From an optimization exercise on the open Yosys and OpenROAD flow, aimed at small area; shortcuts taken in it are not production practice. The RTL was checked by simulation tests, not by an equivalence proof against the original design. Power is estimated from default activity; no workload was simulated. The flow treats the clock pin as an ideal source, which a real chip does not have.

== old ==
==> flow/design.v <==
package ctrl_types_pkg;
  localparam int KV_CMD_IDX_W = 16;
  typedef enum logic [0:0] {
    KV_IDLE  = 1'b0,
    KV_FLUSH = 1'b1
  } kv_mem_state_e;
  typedef struct packed {
    logic                    sel;    
    logic                    wr;     
    logic                    del;    
    logic [KV_CMD_IDX_W-1:0] idx;    
  } kv_mem_cmd_t;
endpackage
module kv_prio_onehot #(
  parameter int WIDTH = 16
) (
  input  logic [WIDTH-1:0] req_in,
  output logic [WIDTH-1:0] gnt_out
);
  logic [WIDTH-1:0] below;
  always_comb begin
    below[0] = 1'b0;
    for (int i = 1; i < WIDTH; i++) begin
      below[i] = below[i-1] | req_in[i-1];
    end
  end
  assign gnt_out = req_in & ~below;
endmodule
module kv_aoi222 (
  input  logic a0, b0, a1, b1, a2, b2,
  output logic y_n
);
  assign y_n = ~((a0 & b0) | (a1 & b1) | (a2 & b2));
endmodule
module kv_read_mux #(
  parameter int N = 16,
  parameter int W = 64
) (
  input  logic [N-1:0]        sel_in,
  input  logic [N-1:0][W-1:0] data_in,
  output logic [W-1:0]        data_out
);
  localparam int NG = N / 3;    
  for (genvar j = 0; j < W; j++) begin : g_bit
    logic [NG-1:0] grp_n;
    logic [N-1:0]  tail;
    logic          rest;
    for (genvar g = 0; g < NG; g++) begin : g_grp
      kv_aoi222 u_aoi (
        .a0 (sel_in[3*g]),   .b0 (data_in[3*g][j]),
        .a1 (sel_in[3*g+1]), .b1 (data_in[3*g+1][j]),
        .a2 (sel_in[3*g+2]), .b2 (data_in[3*g+2][j]),
        .y_n(grp_n[g])
      );
    end
    for (genvar i = 0; i < N; i++) begin : g_tail
      if (i >= 3 * NG) begin : g_use
        assign tail[i] = sel_in[i] & data_in[i][j];
      end else begin : g_skip
        assign tail[i] = 1'b0;
      end
    end
    assign rest = |tail;
    assign data_out[j] = ~(&grp_n) | rest;
  end
endmodule
module kv_key_match #(
  parameter int N = 16,
  parameter int W = 32
) (
  input  logic [W-1:0]        key_in,
  input  logic [N-1:0]        valid_in,
  input  logic [N-1:0][W-1:0] keys_in,
  output logic [N-1:0]        match_out
);
  always_comb begin
    for (int i = 0; i < N; i++) begin
      match_out[i] = valid_in[i] && (keys_in[i] == key_in);
    end
  end
endmodule
module kv_cell_next #(
  parameter int N = 16,
  parameter int W = 96
) (
  input  logic [N-1:0]        wr_in,
  input  logic [N-1:0]        hold_in,
  input  logic [W-1:0]        din_in,
  input  logic [N-1:0][W-1:0] q_in,
  output logic [N-1:0][W-1:0] d_out
);
  always_comb begin
    for (int i = 0; i < N; i++) begin
      d_out[i] = (din_in & {W{wr_in[i]}}) | (q_in[i] & {W{hold_in[i]}});
    end
  end
endmodule
module kv_mem_block #(
  parameter int NUM_ENTRIES = 16,
  parameter int KEY_WIDTH   = 32,
  parameter int VALUE_WIDTH = 64
) (
  input  logic                               clk,
  input  logic                               rst_n,
  input  logic [KEY_WIDTH-1:0]               key_in,
  input  logic [VALUE_WIDTH-1:0]             value_in,
  input  logic                               select_in,
  input  logic                               write_in,
  input  logic                               delete_in,
  input  logic [NUM_ENTRIES-1:0]             idx_in,
  input  logic                               flush_in,
  output logic                               hit,
  output logic [NUM_ENTRIES-1:0]             hit_idx,
  output logic [VALUE_WIDTH-1:0]             value_out,
  output logic                               free_valid,
  output logic [NUM_ENTRIES-1:0]             free_idx,
  output logic [$clog2(NUM_ENTRIES+1)-1:0]   count,
  output logic                               busy,
  output logic                               err,
  output ctrl_types_pkg::kv_mem_state_e      dbg_state
);
  localparam int N  = NUM_ENTRIES;
  localparam int CW = $clog2(NUM_ENTRIES + 1);
  localparam int PW = $clog2(NUM_ENTRIES);
  localparam int SW = KEY_WIDTH + VALUE_WIDTH;    
  logic                         busy_q;
  logic [PW-1:0]                ptr_q;
  logic [N-1:0]                 valid_q;
  logic [N-1:0][SW-1:0]         cell_q, cell_d;
  logic [N-1:0][KEY_WIDTH-1:0]  key_q;
  logic [N-1:0][VALUE_WIDTH-1:0] val_q;
  logic [CW-1:0]                count_q;
  logic                         err_q;
  for (genvar i = 0; i < N; i++) begin : g_cell
    assign key_q[i] = cell_q[i][SW-1:VALUE_WIDTH];
    assign val_q[i] = cell_q[i][VALUE_WIDTH-1:0];
  end
  logic [N-1:0] match, key_hit_idx, free_vec, idx_low, idx_valid, acc_idx;
  logic         key_hit, idx_ok, any_free, idx_hit;
  kv_key_match #(.N(N), .W(KEY_WIDTH)) u_match (
    .key_in    (key_in),
    .valid_in  (valid_q),
    .keys_in   (key_q),
    .match_out (match)
  );
  kv_prio_onehot #(.WIDTH(N)) u_hit_sel (
    .req_in  (match),
    .gnt_out (key_hit_idx)
  );
  kv_prio_onehot #(.WIDTH(N)) u_free_sel (
    .req_in  (~valid_q),
    .gnt_out (free_vec)
  );
  kv_prio_onehot #(.WIDTH(N)) u_idx_low (
    .req_in  (idx_in),
    .gnt_out (idx_low)
  );
  assign key_hit   = |match;
  assign any_free  = ~&valid_q;
  assign idx_ok    = (|idx_in) && (idx_low == idx_in);
  assign idx_valid = idx_in & valid_q;
  assign idx_hit   = |idx_valid;
  always_comb begin
    acc_idx = '0;
    if (!busy_q) begin
      if (select_in) acc_idx = idx_ok ? idx_valid : '0;
      else           acc_idx = key_hit_idx;
    end
  end
  kv_read_mux #(.N(N), .W(VALUE_WIDTH)) u_read (
    .sel_in   (acc_idx),
    .data_in  (val_q),
    .data_out (value_out)
  );
  assign hit        = |acc_idx;
  assign hit_idx    = acc_idx;
  assign free_idx   = free_vec;
  assign free_valid = any_free;
  assign count      = count_q;
  assign busy       = busy_q;
  assign dbg_state  = busy_q ? ctrl_types_pkg::KV_FLUSH : ctrl_types_pkg::KV_IDLE;
  logic         idle_cmd, do_del, wr_req, do_idx_wr, do_key_wr;
  logic [N-1:0] wr_vec, hold_vec, clr_vec;
  logic         cnt_inc, cnt_dec;
  assign idle_cmd  = !busy_q && !flush_in;
  assign do_del    = idle_cmd && delete_in && idx_ok;
  assign wr_req    = idle_cmd && write_in && !delete_in;
  assign do_idx_wr = wr_req && select_in && idx_ok;
  assign do_key_wr = wr_req && !select_in;
  always_comb begin
    wr_vec = '0;
    if (do_idx_wr)      wr_vec = idx_in;
    else if (do_key_wr) wr_vec = key_hit ? key_hit_idx : free_vec;
  end
  always_comb begin
    clr_vec = '0;
    if (do_del) clr_vec = idx_in;
    if (busy_q) clr_vec = N'(1) << ptr_q;
  end
  assign cnt_inc = (do_idx_wr && !idx_hit) || (do_key_wr && !key_hit && any_free);
  assign cnt_dec = (do_del && idx_hit) || (busy_q && valid_q[ptr_q]);
  logic [CW-1:0] cnt_flip;
  always_comb begin
    cnt_flip[0] = cnt_inc || cnt_dec;
    for (int k = 1; k < CW; k++) begin
      cnt_flip[k] = cnt_flip[k-1] && (count_q[k-1] ^ cnt_dec);
    end
  end
  assign hold_vec = ~wr_vec;
  kv_cell_next #(.N(N), .W(SW)) u_next (
    .wr_in   (wr_vec),
    .hold_in (hold_vec),
    .din_in  ({key_in, value_in}),
    .q_in    (cell_q),
    .d_out   (cell_d)
  );
  always_ff @(posedge clk) begin
    cell_q <= cell_d;
  end
  always_ff @(posedge clk or negedge rst_n) begin
    if (!rst_n) begin
      valid_q <= '0;
      count_q <= '0;
    end else begin
      valid_q <= (valid_q | wr_vec) & ~clr_vec;
      count_q <= count_q ^ cnt_flip;
    end
  end
  always_ff @(posedge clk or negedge rst_n) begin
    if (!rst_n) begin
      busy_q <= 1'b0;
    end else if (busy_q) begin
      busy_q <= (ptr_q != PW'(N - 1));
    end else begin
      busy_q <= flush_in;
    end
  end
  always_ff @(posedge clk) begin
    ptr_q <= busy_q ? ptr_q + PW'(1) : '0;
  end
  logic illegal;
  assign illegal = idle_cmd && (
                     (delete_in && !idx_ok) ||
                     (delete_in && write_in) ||
                     (wr_req && select_in && !idx_ok) ||
                     (do_key_wr && !key_hit && !any_free));
  always_ff @(posedge clk or negedge rst_n) begin
    if (!rst_n) begin
      err_q <= 1'b0;
    end else if (!busy_q && flush_in) begin
      err_q <= 1'b0;
    end else if (illegal) begin
      err_q <= 1'b1;
    end
  end
  assign err = err_q;
endmodule
clock: 14.0 ns
lec_check: 0
cap_margin: 0
core_margin: 2
core_utilization: 80
place_density: 0.86
setup_slack_margin: 0.2
slew_margin: 0
synth_hierarchical: 1
standard.sh (not shown) runs the stock make flow with config.mk's settings and CLKGATE_MAP_FILE= SYNTH_SCRIPT=/design/flow/synth_recipe.tcl, a recipe that flattens the netlist after the stock synthesis.
==> flow/flow/run.sh <==
#!/bin/bash
# Standard ORFS layout with two changes: port buffers use the smallest
# buffer cell (the resizer still upsizes any that need it), and clock tree
# synthesis uses larger sink clusters without dummy loads.
set -euo pipefail
export BUFFER_PORTS_ARGS="-buffer_cell sky130_fd_sc_hd__buf_1"
export CTS_ARGS="-sink_clustering_enable -repair_clock_nets -sink_clustering_size 30 -sink_clustering_max_diameter 75 -dont_use_dummy_load"
bash standard.sh > standard_flow.log 2>&1
--- input diff old..new ---
- a change of SLEW_MARGIN from 0 to 5
- a change of CAP_MARGIN from 0 to 5
- a change of CORE_UTILIZATION from 80 to 75
- a change of PLACE_DENSITY from 0.86 to 0.82
- Diff old..new | area overhead of the layout relative to synthesis | negligible
- Going from old to new, ratio of final minimum period to clock period rose 1.0 points, total wirelength of the detailed-routed design went up, final net count saw little to no change, count of endpoints failing hold in the final timing report saw little to no change, wire length of the first global-routing pass increased by 4800 um relative to the old numbers.
- Reported for old and new, max-slew violation total from the final report turned out identical to the last digit.
- Highest ir drop seen on vdd: lower on new
- When the final numbers for old and new were put side by side, the setup slack turned out to be greater in old.
- As of new, final routed wire length divided by cell count had risen slightly compared to old.
- There was hardly any difference in power density over cell area between new and old.

## static timing again, ports no longer ideal
Ports are ideal in the flow. The routed layouts listed here were re-timed in OpenROAD. Step 1 (the two cells are an assumption about what drives the block):
set clk [get_ports {clk}]
set_driving_cell -lib_cell sky130_fd_sc_hd__clkbuf_16 $clk
set_driving_cell -lib_cell sky130_fd_sc_hd__buf_2 [delete_from_list [all_inputs] $clk]
Step 2 also shifts input and output timing later by t, the mid clock arrival at the registers, as if the neighbouring blocks saw the same clock. a / b / c = ideal / step 1 / step 2; a / b = the first two.
run	shift t [ns]	setup WS [ns]	worst hold slack (ns)	worst setup path at the end	cell pins on the clock port's net
old	0.745	3.276 / 3.252 / 3.252	0.475 / 0.475 / 0.475	input to output	1
new	0.747	3.135 / 3.115 / 3.115	0.481 / 0.481 / 0.481	input to output	1
After both steps setup and hold are still met in every run listed. The setup slack of old, which loses most, moves by -0.024 ns with the drivers and by -0.024 ns with both steps.
